Source: an optimization exercise on an open RTL-to-GDS flow (aim: small area). Production flows keep margins and buffers that such runs may drop.
Only simulation tests tie the RTL to the original design; equivalence was not proved.

===== flow/flow/run.sh =====
#!/bin/bash
# Standard layout (standard.sh) with three changes:
#  - synthesis maps the logic with an area-oriented abc script (flow/abc_area.script);
#    everything else in synthesis, registers included, is the standard flow's,
#  - the smallest buffer (buf_1) on every input and output port,
#  - a clock tree of clkbuf_4 without dummy loads.
set -euo pipefail
rm -rf scripts_abc
cp -r "$FLOW_HOME/scripts" scripts_abc
cp flow/abc_area.script scripts_abc/abc_area.script
export SCRIPTS_DIR="$PWD/scripts_abc"
export BUFFER_PORTS_ARGS="-buffer_cell sky130_fd_sc_hd__buf_1"
export CTS_ARGS="-sink_clustering_enable -repair_clock_nets -dont_use_dummy_load -buf_list \"sky130_fd_sc_hd__clkbuf_2 sky130_fd_sc_hd__clkbuf_4\""
bash standard.sh > standard_flow.log 2>&1

===== flow/flow/abc_area.script =====
&get -n
&st
&dc2
&dch -f
&nf -R 1000 -p
&st
&dc2
&dch -f
&nf -R 1000 -p
&put
topo
stime -c

===== flow/standard.sh =====
#!/bin/bash
# synth_recipe.tcl (not shown) runs the flow's synth.tcl, then flattens the netlist and writes it again
# the make line also repeats each setting of config.mk as NAME=value (left out here)
make -C /OpenROAD-flow-scripts/flow DESIGN_CONFIG=/design/flow/config.mk WORK_HOME=/design/flow/orfs CLKGATE_MAP_FILE= SYNTH_SCRIPT=/design/flow/synth_recipe.tcl "${@:-finish}"

===== flow/config.mk =====
export PLATFORM = sky130hd
export DESIGN_NAME = calc_top
export DESIGN_NICKNAME = calc_top
export VERILOG_FILES = /design/flow/design.v
export SDC_FILE = /design/flow/constraint.sdc
export NUM_CORES = 4
export LEC_CHECK = 0
export ABC_AREA = 1
export CAP_MARGIN = 20
export CORE_MARGIN = 2
export CORE_UTILIZATION = 75
export SLEW_MARGIN = 20

===== flow/constraint.sdc =====
create_clock -name core_clock -period 45.0 [get_ports {clk}]
set_input_delay 9.0000 -clock core_clock [delete_from_list [all_inputs] [get_ports {clk}]]
set_output_delay 9.0000 -clock core_clock [all_outputs]
set_load 0.01 [all_outputs]

===== flow/design.v =====
package calc_pkg;
  localparam int DATA_W  = 16;   
  localparam int DIGIT_W = 4;    
  localparam int KEY_W   = 5;    
  typedef logic [DATA_W-1:0] data_t;
  typedef enum logic [1:0] {
    OP_ADD = 2'd0,
    OP_SUB = 2'd1,
    OP_MUL = 2'd2,
    OP_DIV = 2'd3
  } op_t;
  localparam logic [DIGIT_W-1:0] KEY_NEG = 4'd4;   
  localparam logic [DIGIT_W-1:0] KEY_EQ  = 4'd5;   
  localparam logic [DIGIT_W-1:0] KEY_AC  = 4'd6;   
  typedef struct packed {
    logic               is_func;   
    logic [DIGIT_W-1:0] value;     
  } digit_key_t;
  typedef struct packed {
    logic               is_func;   
    logic [DIGIT_W-1:0] code;      
  } func_key_t;
  typedef union packed {
    digit_key_t digit;
    func_key_t  func;
  } key_code_t;
endpackage
`timescale 1ns/1ns
module calc_top (
  input  logic                       clk,
  input  logic                       rst_n,
  input  logic [calc_pkg::KEY_W-1:0] i_key,
  input  logic                       i_key_valid,
  output logic                       o_key_ready,
  input  logic                       i_signed_mode,
  output calc_pkg::data_t            o_disp_data,
  output logic                       o_disp_valid,
  input  logic                       i_disp_ready,
  output logic [3:0]                 o_op_lamps,
  output logic                       o_error
);
  localparam logic [3:0] U_IDLE = 4'd0;    
  localparam logic [3:0] U_SHOW = 4'd1;    
  localparam logic [3:0] U_CLRS = 4'd2;    
  localparam logic [3:0] U_SHL  = 4'd4;    
  localparam logic [3:0] U_CPY  = 4'd5;    
  localparam logic [3:0] U_NEG  = 4'd6;    
  localparam logic [3:0] U_DIV  = 4'd8;    
  localparam logic [3:0] U_DIG  = 4'd9;    
  localparam logic [3:0] U_ADD  = 4'd12;   
  localparam logic [3:0] U_SUB  = 4'd13;
  localparam logic [3:0] U_MUL  = 4'd14;
  localparam logic [3:0] U_DA   = 4'd15;   
  localparam logic [1:0] T_B0    = 2'b00;
  localparam logic [1:0] T_B1    = 2'b01;
  localparam logic [1:0] T_B0M   = 2'b10;
  localparam logic [1:0] T_OTHER = 2'b11;
  localparam logic [1:0] O_A     = 2'b00;
  localparam logic [1:0] O_EQ    = 2'b01;
  localparam logic [1:0] O_ERR   = 2'b10;
  logic [3:0]  u;
  logic [3:0]  cnt;
  logic [1:0]  t;
  logic        neg;     
  logic [1:0]  op;      
  logic        nega;    
  logic st_idle, st_show, st_clrs, st_shl, st_cpy, st_neg;
  logic st_div, st_dig, st_add, st_sub, st_mul, st_da;
  assign st_idle = (u == U_IDLE);
  assign st_show = !u[3] && !u[2] && u[0];
  assign st_clrs = !u[3] && !u[2] && u[1];
  assign st_shl  = (u == U_SHL);
  assign st_cpy  = !u[3] && u[2] && u[0];
  assign st_neg  = !u[3] && u[2] && u[1];
  assign st_div  = u[3] && !u[2] && !u[0];
  assign st_dig  = u[3] && !u[2] && u[0];
  assign st_add  = (u == U_ADD);
  assign st_sub  = (u == U_SUB);
  assign st_mul  = u[3] && u[1] && !u[0];
  assign st_da   = u[3] && u[1] && u[0];
  logic [15:0] x;
  logic [15:0] y;
  logic [15:0] z;
  logic        p_y, p_z, p_b, q_g, q_glo, q_inv, q_16, a_cin;
  logic [16:0] p, q, s;
  assign p[15:0] = (p_y ? y : 16'd0) | (p_z ? {z[14:0], 1'b0} : 16'd0) |
                   {15'd0, p_b};
  assign p[16]   = p_z & z[15];
  logic q_hi1, q_lo1;
  assign q_hi1 = q_g ^ q_inv;
  assign q_lo1 = q_glo ^ q_inv;
  assign q[16] = q_16;
  for (genvar i = 0; i < 16; i++)
  begin : g_q
    assign q[i] = x[i] ? ((i < 4) ? q_lo1 : q_hi1) : q_inv;
  end
  logic [17:0] c;
  assign c[0] = a_cin;
  for (genvar i = 0; i < 17; i++)
  begin : g_add
    assign s[i]   = p[i] ^ q[i] ^ c[i];
    assign c[i+1] = (p[i] & q[i]) | (p[i] & c[i]) | (q[i] & c[i]);
  end
  logic cnt0, cnt3, cnt15, sgn, negb, sub;
  assign cnt0  = (cnt == 4'b0000);
  assign cnt3  = cnt[2];             
  assign cnt15 = (cnt == 4'b1000);
  assign sgn   = i_signed_mode;
  assign negb  = sgn && x[15];
  assign sub   = cnt0 || y[0];
  always_comb
  begin
    p_y   = 1'b0;
    p_z   = 1'b0;
    p_b   = 1'b0;
    q_g   = 1'b0;
    q_glo = 1'b0;
    q_inv = 1'b0;
    q_16  = 1'b0;
    a_cin = 1'b0;
    if (st_idle)
    begin
      q_g   = dig_keep;
      q_glo = dig_keep;
    end
    if (st_show)
    begin
      q_g   = 1'b1;
      q_glo = 1'b1;
    end
    if (st_dig)
    begin
      p_z   = 1'b1;
      q_glo = cnt3;
      q_inv = cnt3 && neg;
      a_cin = cnt3 && neg;
    end
    if (st_shl)
      p_z = 1'b1;
    if (st_cpy)
      p_y = 1'b1;
    if (st_neg)
    begin
      q_g   = !m_b0x;
      q_glo = !m_b0x;
      q_inv = 1'b1;
      a_cin = 1'b1;
    end
    if (st_add || st_sub)
    begin
      p_y   = 1'b1;
      q_g   = 1'b1;
      q_glo = 1'b1;
      q_inv = st_sub;
      a_cin = st_sub;
    end
    if (st_da)
    begin
      p_y   = 1'b1;
      q_inv = 1'b1;
    end
    if (st_mul)
    begin
      p_z   = !cnt0;
      q_g   = y[15];
      q_glo = y[15];
    end
    if (st_div)
    begin
      p_z   = !cnt0;
      p_b   = y[15];
      q_g   = 1'b1;
      q_glo = 1'b1;
      q_16  = sub;
      q_inv = sub ^ negb;
      a_cin = sub ^ negb;
    end
  end
  logic m_b0x;
  assign m_b0x = (t == T_B0);
  logic dig_keep;
  assign dig_keep = !(m_eq || (t == T_B0));
  logic       kf;
  logic       is_func;
  logic [3:0] code;
  logic       m_err, m_eq, m_b0, m_b1;
  logic       k_dig, k_neg, k_op, k_eq, k_ac;
  assign kf      = st_idle && i_key_valid;
  assign is_func = i_key[4];
  assign code    = i_key[3:0];
  logic m_pend;
  assign m_pend  = (t != T_OTHER);
  assign m_err   = !m_pend && (op == O_ERR);
  assign m_eq    = !m_pend && (op == O_EQ);
  assign m_b0    = (t == T_B0);
  assign m_b1    = (t == T_B1);
  assign k_ac    = kf && is_func && (code == calc_pkg::KEY_AC);
  assign k_dig   = kf && !m_err && !is_func;
  assign k_neg   = kf && !m_err && is_func && (code == calc_pkg::KEY_NEG) && sgn;
  assign k_op    = kf && !m_err && is_func && (code[3:2] == 2'b00);
  assign k_eq    = kf && !m_err && is_func && (code == calc_pkg::KEY_EQ);
  logic [3:0] calc_u;
  assign calc_u = {2'b11, op};
  assign o_key_ready  = st_idle;
  assign o_disp_valid = st_show;
  assign o_disp_data  = x;
  assign o_error      = m_err;
  assign o_op_lamps   = m_pend ? (4'b0001 << op) : 4'b0000;
  always_ff @(posedge clk or negedge rst_n)
  begin
    if (!rst_n)
      u <= U_CLRS;
    else
    begin
      if (st_idle)
      begin
        if (k_ac)
          u <= U_CLRS;
        else if (k_dig)
          u <= U_DIG;
        else if (k_neg)
          u <= U_NEG;
        else if (k_op)
          u <= m_b1 ? calc_u : U_SHOW;
        else if (k_eq && m_pend)
          u <= calc_u;
      end
      if (st_show && i_disp_ready)
        u <= (t == T_B0M) ? U_SHL : ((t == T_B0) ? U_CPY : U_IDLE);
      if (st_clrs || st_neg || st_add || st_sub)
        u <= U_SHOW;
      if (st_dig && cnt3)
        u <= U_SHOW;
      if (st_shl && cnt15)
        u <= nega ? U_DIV : U_IDLE;
      if (st_cpy)
        u <= (t == T_B0) ? U_IDLE : ((nega ^ negb) ? U_NEG : U_SHOW);
      if (st_mul && cnt15)
        u <= U_SHOW;
      if (st_da)
      begin
        if (x == 16'd0)
          u <= U_IDLE;   
        else
          u <= (sgn && y[15]) ? U_SHL : U_DIV;
      end
      if (st_div && cnt15)
        u <= U_CPY;
    end
  end
  always_ff @(posedge clk)
  begin
    if (st_idle)
    begin
      if (k_dig)
      begin
        if (m_eq)
          op <= O_A;
        else if (m_b0)
          t <= T_B1;
      end
      else if (k_neg)
      begin
        if (!m_eq)
          neg <= !neg;
      end
      else if (k_op)
      begin
        if (!m_b0)
          t <= T_B0M;
        op <= code[1:0];
      end
      else if (k_eq && m_pend)
      begin
        neg <= 1'b0;
        t   <= T_OTHER;
        op  <= O_EQ;
      end
    end
    if (st_clrs)
    begin
      t   <= T_OTHER;
      op  <= O_A;
      neg <= 1'b0;
    end
    if (st_shl && cnt15 && !nega)
    begin
      t   <= T_B0;
      neg <= 1'b0;
    end
    if (st_da && (x == 16'd0))
    begin
      t  <= T_OTHER;   
      op <= O_ERR;
    end
  end
  always_ff @(posedge clk)
  begin
    if (st_shl || st_mul || st_div || st_dig)
      cnt <= {cnt[2:0], cnt[3] ^ cnt[2] ^ (cnt[2:0] == 3'b000)};
    else
      cnt <= 4'd0;
    if (st_show)
      nega <= 1'b0;
    if (st_da)
    begin
      nega <= sgn && y[15];
    end
  end
  logic x_s, x_dig;
  assign x_s    = st_clrs || st_add || st_sub || st_cpy || st_neg || (st_mul && cnt15) ||
                  (st_dig && cnt3);
  assign x_dig  = k_dig;
  always_ff @(posedge clk)
  begin
    z <= s[15:0];
    if (x_s)
      x[15:4] <= s[15:4];
    if (x_s || x_dig)
      x[3:0] <= x_dig ? code : s[3:0];
    if (st_mul || st_div || st_shl)
      y <= {y[14:0], s[16] ^ (nega || st_div)};
  end
endmodule

==> flow_summary.yaml, run 1 <==
outcome:
  outcome: "complete, no violations"
clock_network:
  cts-hold-fix-buffers: 0
  ctsLongestPathBuffers: 2
  cts-buffers-inserted: 9
  clk_latency_ns: 0.39
  cts-htree-levels: 3
  cts.clk_slew.worst_paths_ns: 0.08
  cts_root_buf: "clkbuf_4"
  cts_tree: "done"
  cts.repair.resized: 0
  postCtsSetupRepairBufs: 0
  clkSinkCount: 62
worst_setup_path:
  path_class: "in2reg"
  reg2reg_depth: 25
  cp.arrival_ns: 17.68
  endpoint_kind: "flip-flop"
  cp_max_fo: 18
  start_kind: "input pin"
  worst_ep_required_time_ns: 45.14
final_layout:
  fill_cells: 235
  seqCellArea_um2: 1590
  drive_gt1_share_pct: 3.42
  nNetsFinal: 352
  syn_to_final_growth_pct: 8.37
  final_cell_count_no_fill: 372
  fin_area_um2: 3340
  diodes: 0
  multi_input_area_um2: 1460
timing:
  rsz0062_at_grt: "no"
  setup_viol: 0
  hold_viol: 0
  slew_viol_final: 0
  worst_slew_margin_rel_pct: 41.6
  clock.fmax_mhz: 57.0
  min_period_ns: 17.54
  finClkSkew_ns: 0.0309
  worstMarginPinSlew_ns: 0.868
  period_share_pct: 39.0
  fin_setup_tns_ns: 0
hold_path:
  min_path_type: "reg2reg"
  hold_depth: 0
route:
  ant_nets: 0
  routedWlPerCell_um: 18.6
  drtIter0Drc: 268
  via_per_inst: 6.44
  dr.pass1.iters: 5
  drc: 0
  vias: 2397
  wl_um: 6910
die:
  die_w_um: 68.1
  rows: 23
  die-area_um2: 4630
  die_h_um: 68.1
  core-area_um2: 3970
  num_io_pins: 33
  start_util_pct: 77.5
placement:
  dp_cells: 363
  io_buffers: 32
  place_area_um2: 3270
  gp_congestion: 0.942
  dp_hpwl_um: 5280
logic_synthesis:
  yosys.area.top_type: "edfxtp_1"
  synth_top_area_share_pct: 32.2
  synth-seq-cells: 62
  yosysUniqueCellTypes: 43
  synth_edf_count: 33
  synth_flop_cell: "edfxtp_1"
  syn-mean-instance-area_um2: 11.0
  ys_top_cells_by_area: "edfxtp_1, dfxtp_1, fa_1, a21oi_1, a22o_1"
  syn_nets: 308
  synth_async_sr_flop_share_pct: 6.45
  netlist_area_um2: 3080
  ys_warn_count: 1
  ys_seq_area_share_pct: 51.7
  synthCells: 280
grt:
  grt_use_total_pct: 34.0
  overflow: 0
  grt_pass1_vias: 2264
  grt_pass1_wl_um: 11000
  grt_max_degree: 19
  antenna_found_initial: 0
run:
  max_cap_viol_count: 0
worst max-delay path, stage by stage:
cell and delay [ns]:
buf_1 0.15, nand2_1 0.12, xnor2_1 0.16, a21oi_1 0.12
nand2b_1 0.50, xnor2_1 0.51, a21oi_1 0.16, fa_1 0.45
fa_1 0.47, fa_1 0.47, fa_1 0.46, fa_1 0.43
fa_1 0.39, fa_1 0.40, fa_1 0.40, fa_1 0.40
fa_1 0.39, fa_1 0.39, fa_1 0.42, fa_1 0.43
fa_1 0.42, fa_1 0.40, fa_1 0.39, xnor2_1 0.20
xnor2_1 0.09
cell type report:
| cell class | count | area share (%) |
|---|---|---|
| clock buffer | 9 | 2.02 |
| inverter | 6 | 0.675 |
| multi-input combinational | 212 | 43.9 |
| sequential | 62 | 47.7 |
| tap | 50 | 1.87 |
| timing repair buffer | 33 | 3.82 |
final timing paths:
| kind | startpoint | to | slack, ns |
|---|---|---|---|
| setup / recovery | i_signed_mode | y[0]$_DFFE_PP_ | 27.46 |
| hold / removal | y[1]$_DFFE_PP_ | y[2]$_DFFE_PP_ | 0.47 |
| hold reg to reg | y[1]$_DFFE_PP_ | y[2]$_DFFE_PP_ | 0.47 |
| setup reg to reg | u[1]$_DFFE_PN1P_ | y[0]$_DFFE_PP_ | 35.06 |
| max in group asynchronous | rst_n | u[1]$_DFFE_PN1P_ | 36.33 |
| min in group asynchronous | rst_n | u[2]$_DFFE_PN0P_ | 8.43 |
cell usage in the layout (no fill, tap or decap), types with 4 or more instances in the layout:
master / instances
a21oi_1: 29
a22o_1: 16
a31oi_1: 4
buf_1: 32
clkbuf_4: 9
clkinv_1: 6
dfxtp_1: 25
edfxtp_1: 33
fa_1: 16
mux2_1: 5
nand2_1: 29
nand2b_1: 6
nand3_1: 7
nor2_1: 37
nor3_1: 5
nor4_1: 7
o21ai_0: 5
xnor2_1: 5
cell families (layout without fill, tap and decap cells):
family,Yosys count,count (layout),synth area share [%]
and+or+nand+nor,112,112,17.4
AOI/OAI and AO/OA,69,69,14.7
DFF,62,62,51.7
adders and majority gates,18,18,11.2
xor gates and xnor gates,7,7,1.99
muxes,6,6,2.15
buffers and inverters,6,48,0.731
per-layer routing:
layer	vias to the layer above	part of all wire, %	track usage, %
li1	1136	-	-
met2	131	47	53.4
met1	1114	44	46.2
met3	16	7.3	7.57
met4	0	2.1	13.8
met5	-	0	0
state kept, by name, summed over array words and instances, names as in the netlist:
signal,cells
x,16
y,16
z,16
cnt,4
u,4
op,2
t,2
neg,1
nega,1
Yosys cell counts (2+ instances only):
master     n
mux2_1     5
ha_1       2
a21oi_1   29
nor2b_1    3
or2_0      2
nor4_1     7
nand2b_1   6
clkinv_1   6
nor2_1    37
a21o_1     2
xor2_1     2
o211ai_1   3
o21ai_0    5
and3_1     2
nand3_1    7
edfxtp_1  33
nor3b_1    3
a31oi_1    4
dfrtp_1    3
xnor2_1    5
nand2_1   29
nand4_1    3
a211oi_1   2
dfxtp_1   25
a22o_1    16
nor3_1     5
nand3b_1   3
fa_1      16
metrics by stage:
step / hold WS, ns / utilization, % / setup slack [ns]
after floorplan: 0.427 / - / 27.88
after global placement: 0.439 / 82.3 / 27.48
after detailed placement: 0.449 / 82.3 / 27.09
after CTS: 0.459 / 84.0 / 27.50
after global routing: 0.473 / 84.0 / 27.05
final: 0.468 / 84.0 / 27.46
==> run 2, diff against run 1 <==
--- a/flow/flow/run.sh
+++ b/flow/flow/run.sh
@@ -11,4 +11,4 @@
 export SCRIPTS_DIR="$PWD/scripts_abc"
 export BUFFER_PORTS_ARGS="-buffer_cell sky130_fd_sc_hd__buf_1"
-export CTS_ARGS="-sink_clustering_enable -repair_clock_nets -dont_use_dummy_load -buf_list \"sky130_fd_sc_hd__clkbuf_2 sky130_fd_sc_hd__clkbuf_4\""
+export CTS_ARGS="-sink_clustering_enable -repair_clock_nets -dont_use_dummy_load -buf_list sky130_fd_sc_hd__clkbuf_4"
 bash standard.sh > standard_flow.log 2>&1
==> run 2 against run 1 <==
Net effect: sequential share of layout area stayed put; still clean on timing, DRC and antenna; via count stayed put; first-iteration DRC count stayed put; clock-buffer cell count stayed put; die area stayed put; wire length stayed put; fmax stayed put; worst setup slack stayed put.
==> flow_summary.yaml, run 2 <==
final_layout:
  fill_cells: 235
  final_cell_mix: "nor2_1, edfxtp_1, buf_1, nand2_1, a21oi_1"
  multi_input_area_um2: 1460
  final_cell_count_no_fill: 372
  mostFrequentLayoutCell: "nor2_1"
  nNetsFinal: 352
  diodes: 0
  drive_gt1_share_pct: 3.42
  syn_to_final_growth_pct: 8.37
  seqCellArea_um2: 1590
  reg_top3: "x (16), y (16), z (16)"
clock_network:
  cts_root_buf: "clkbuf_4"
  cts.clk_slew.worst_paths_ns: 0.08
  cts-htree-levels: 3
  ctsLongestPathBuffers: 2
  clk_latency_ns: 0.39
  cts-buffers-inserted: 9
  clkSinkCount: 62
  cts-hold-fix-buffers: 0
  cts.repair.resized: 0
  cts_tree: "done"
  postCtsSetupRepairBufs: 0
worst_setup_path:
  rrSetupSlack_ns: 35.06
  crit_top_cell: "fa_1"
  cp.arrival_ns: 17.68
  crit_buf_inv: 1
  endpoint_kind: "flip-flop"
  cp_max_fo: 18
  path_class: "in2reg"
  cp_slowest_stage_delay_ns: 0.51
  path_delay_family: "adder cells"
  start_kind: "input pin"
  worst_ep_required_time_ns: 45.14
  cp_slowest_cell: "xnor2_1"
placement:
  gp_congestion: 0.942
  dp_hpwl_um: 5280
  io_buffers: 32
  dp_cells: 363
logic_synthesis:
  ys_seq_area_share_pct: 51.7
  synth_edf_count: 33
  yosys.area.top_type: "edfxtp_1"
  ys_warn_count: 1
  ys_top_cells_by_area: "edfxtp_1, dfxtp_1, fa_1, a21oi_1, a22o_1"
  synth_async_sr_flop_share_pct: 6.45
  syn-mean-instance-area_um2: 11.0
  synth_common_cells: "nor2_1, edfxtp_1, a21oi_1, nand2_1, dfxtp_1"
  synth-seq-cells: 62
  synth_top_area_share_pct: 32.2
  syn_nets: 308
  synthCells: 280
  yosysMostFrequentCell: "nor2_1"
  yosysUniqueCellTypes: 43
  netlist_area_um2: 3080
  synth_flop_cell: "edfxtp_1"
die:
  die-area_um2: 4630
  core-area_um2: 3970
  die_w_um: 68.1
  start_util_pct: 77.5
  num_io_pins: 33
  die_h_um: 68.1
  rows: 23
timing:
  rsz0062_at_grt: "no"
  period_share_pct: 39.0
  clock.fmax_mhz: 57.0
  fin_setup_tns_ns: 0
  min_period_ns: 17.54
  worst_slew_margin_rel_pct: 41.6
  hold_viol: 0
  finClkSkew_ns: 0.0309
  setup_viol: 0
  slew_viol_final: 0
  fin_hold_ws_ns: 0.468
  worstMarginPinSlew_ns: 0.868
grt:
  grt_use_total_pct: 34.0
  grt_pass1_vias: 2264
  grt_pass1_wl_um: 11000
  overflow: 0
  grt_max_degree: 19
  antenna_found_initial: 0
route:
  via_per_inst: 6.44
  vias: 2397
  wl_um: 6910
  drtIter0Drc: 268
  dr.pass1.iters: 5
  ant_nets: 0
  routedWlPerCell_um: 18.6
  drc: 0
hold_path:
  min_path_type: "reg2reg"
outcome:
  outcome: "complete, no violations"
run:
  max_cap_viol_count: 0
## run 2: cell counts in the layout (fill, tap and decap cells not counted)
Identical to the previous run, type by type.
## run 2: per-stage QoR
| step | setup slack (ns) | instance area, um2 | utilization [%] |
|---|---|---|---|
| after global placement | 27.48 | 3270 | 82.3 |
| final | 27.46 | 3340 | 84.0 |
| after floorplan | 27.88 | 3080 | - |
| after detailed placement | 27.09 | 3270 | 82.3 |
| after global routing | 27.05 | 3340 | 84.0 |
| after CTS | 27.50 | 3340 | 84.0 |
## run 2: layout make-up
class | instances | area share, %
sequential | 62 | 47.7
multi-input combinational | 212 | 43.9
timing repair buffer | 33 | 3.82
inverter | 6 | 0.675
clock buffer | 9 | 2.02
tap | 50 | 1.87
## run 2: logic make-up after synthesis
kind of cell	after synthesis	synth area share, %
simple gates	112	17.4
flops	62	51.7
buf+inv	6	0.731
compound gates	69	14.7
xor+xnor	7	1.99
mux	6	2.15
fa+ha+maj	18	11.2
## run 2: worst register-to-register path, cell delays in order, from the launching register on
cell and delay [ns]:
dfstp_2 0.63, nand3b_1 0.21, mux2_1 0.34, a221oi_1 0.28
a21oi_1 0.11, nand2b_1 0.50, xnor2_1 0.51, a21oi_1 0.16
fa_1 0.45, fa_1 0.47, fa_1 0.47, fa_1 0.46
fa_1 0.43, fa_1 0.39, fa_1 0.40, fa_1 0.40
fa_1 0.40, fa_1 0.39, fa_1 0.39, fa_1 0.42
fa_1 0.43, fa_1 0.42, fa_1 0.40, fa_1 0.39
xnor2_1 0.20, xnor2_1 0.09
## run 2: worst paths after layout
| path | start | to | cells after the start |
|---|---|---|---|
| min reg2reg | y[1]$_DFFE_PP_ | y[2]$_DFFE_PP_ | 0 |
| max in group asynchronous | rst_n | u[1]$_DFFE_PN1P_ | 1 |
| max reg2reg | u[1]$_DFFE_PN1P_ | y[0]$_DFFE_PP_ | 25 |
| max | i_signed_mode | y[0]$_DFFE_PP_ | 25 |
| min in group asynchronous | rst_n | u[2]$_DFFE_PN0P_ | 1 |
| min | y[1]$_DFFE_PP_ | y[2]$_DFFE_PP_ | 0 |
## run 2: routing by layer
layer / wire, um / vias to the layer above / global-route usage (%)
met5: 0 / - / 0
met4: 142 / 0 / 13.8
met3: 507 / 16 / 7.57
met2: 3240 / 131 / 53.4
met1: 3020 / 1114 / 46.2
li1: - / 1136 / -

afterwards: timing with drivers on the ports:
No port has a modelled driver above. Below, the same layouts with a new extraction and two added sets of constraints. Step 1 (the two cells are an assumption about what drives the block):
set clk [get_ports {clk}]
set_driving_cell -lib_cell sky130_fd_sc_hd__clkbuf_16 $clk
set_driving_cell -lib_cell sky130_fd_sc_hd__buf_2 [delete_from_list [all_inputs] $clk]
Step 2 moves the port delays by t, midway between the first and last clock arrival at a register: inputs arrive t later, outputs are due t later. That takes back most of the time a late clock gives input paths. a / b / c = no drivers / after step 1 / after step 2; a / b = the first two.
| run | t, ns | slack for setup (ns) | worst setup path after step 2 | slew at the worst register clock pin (ns) | worst slew at a driven data input, ns |
|---|---|---|---|---|---|
| run 1 | 0.405 | 27.456 / 27.460 / 27.054 | input to register | 0.10 / 0.10 | 0.04 |
| run 2 | 0.405 | 27.456 / 27.460 / 27.054 | input to register | 0.10 / 0.10 | 0.04 |
After both steps setup and hold are still met in every run listed.
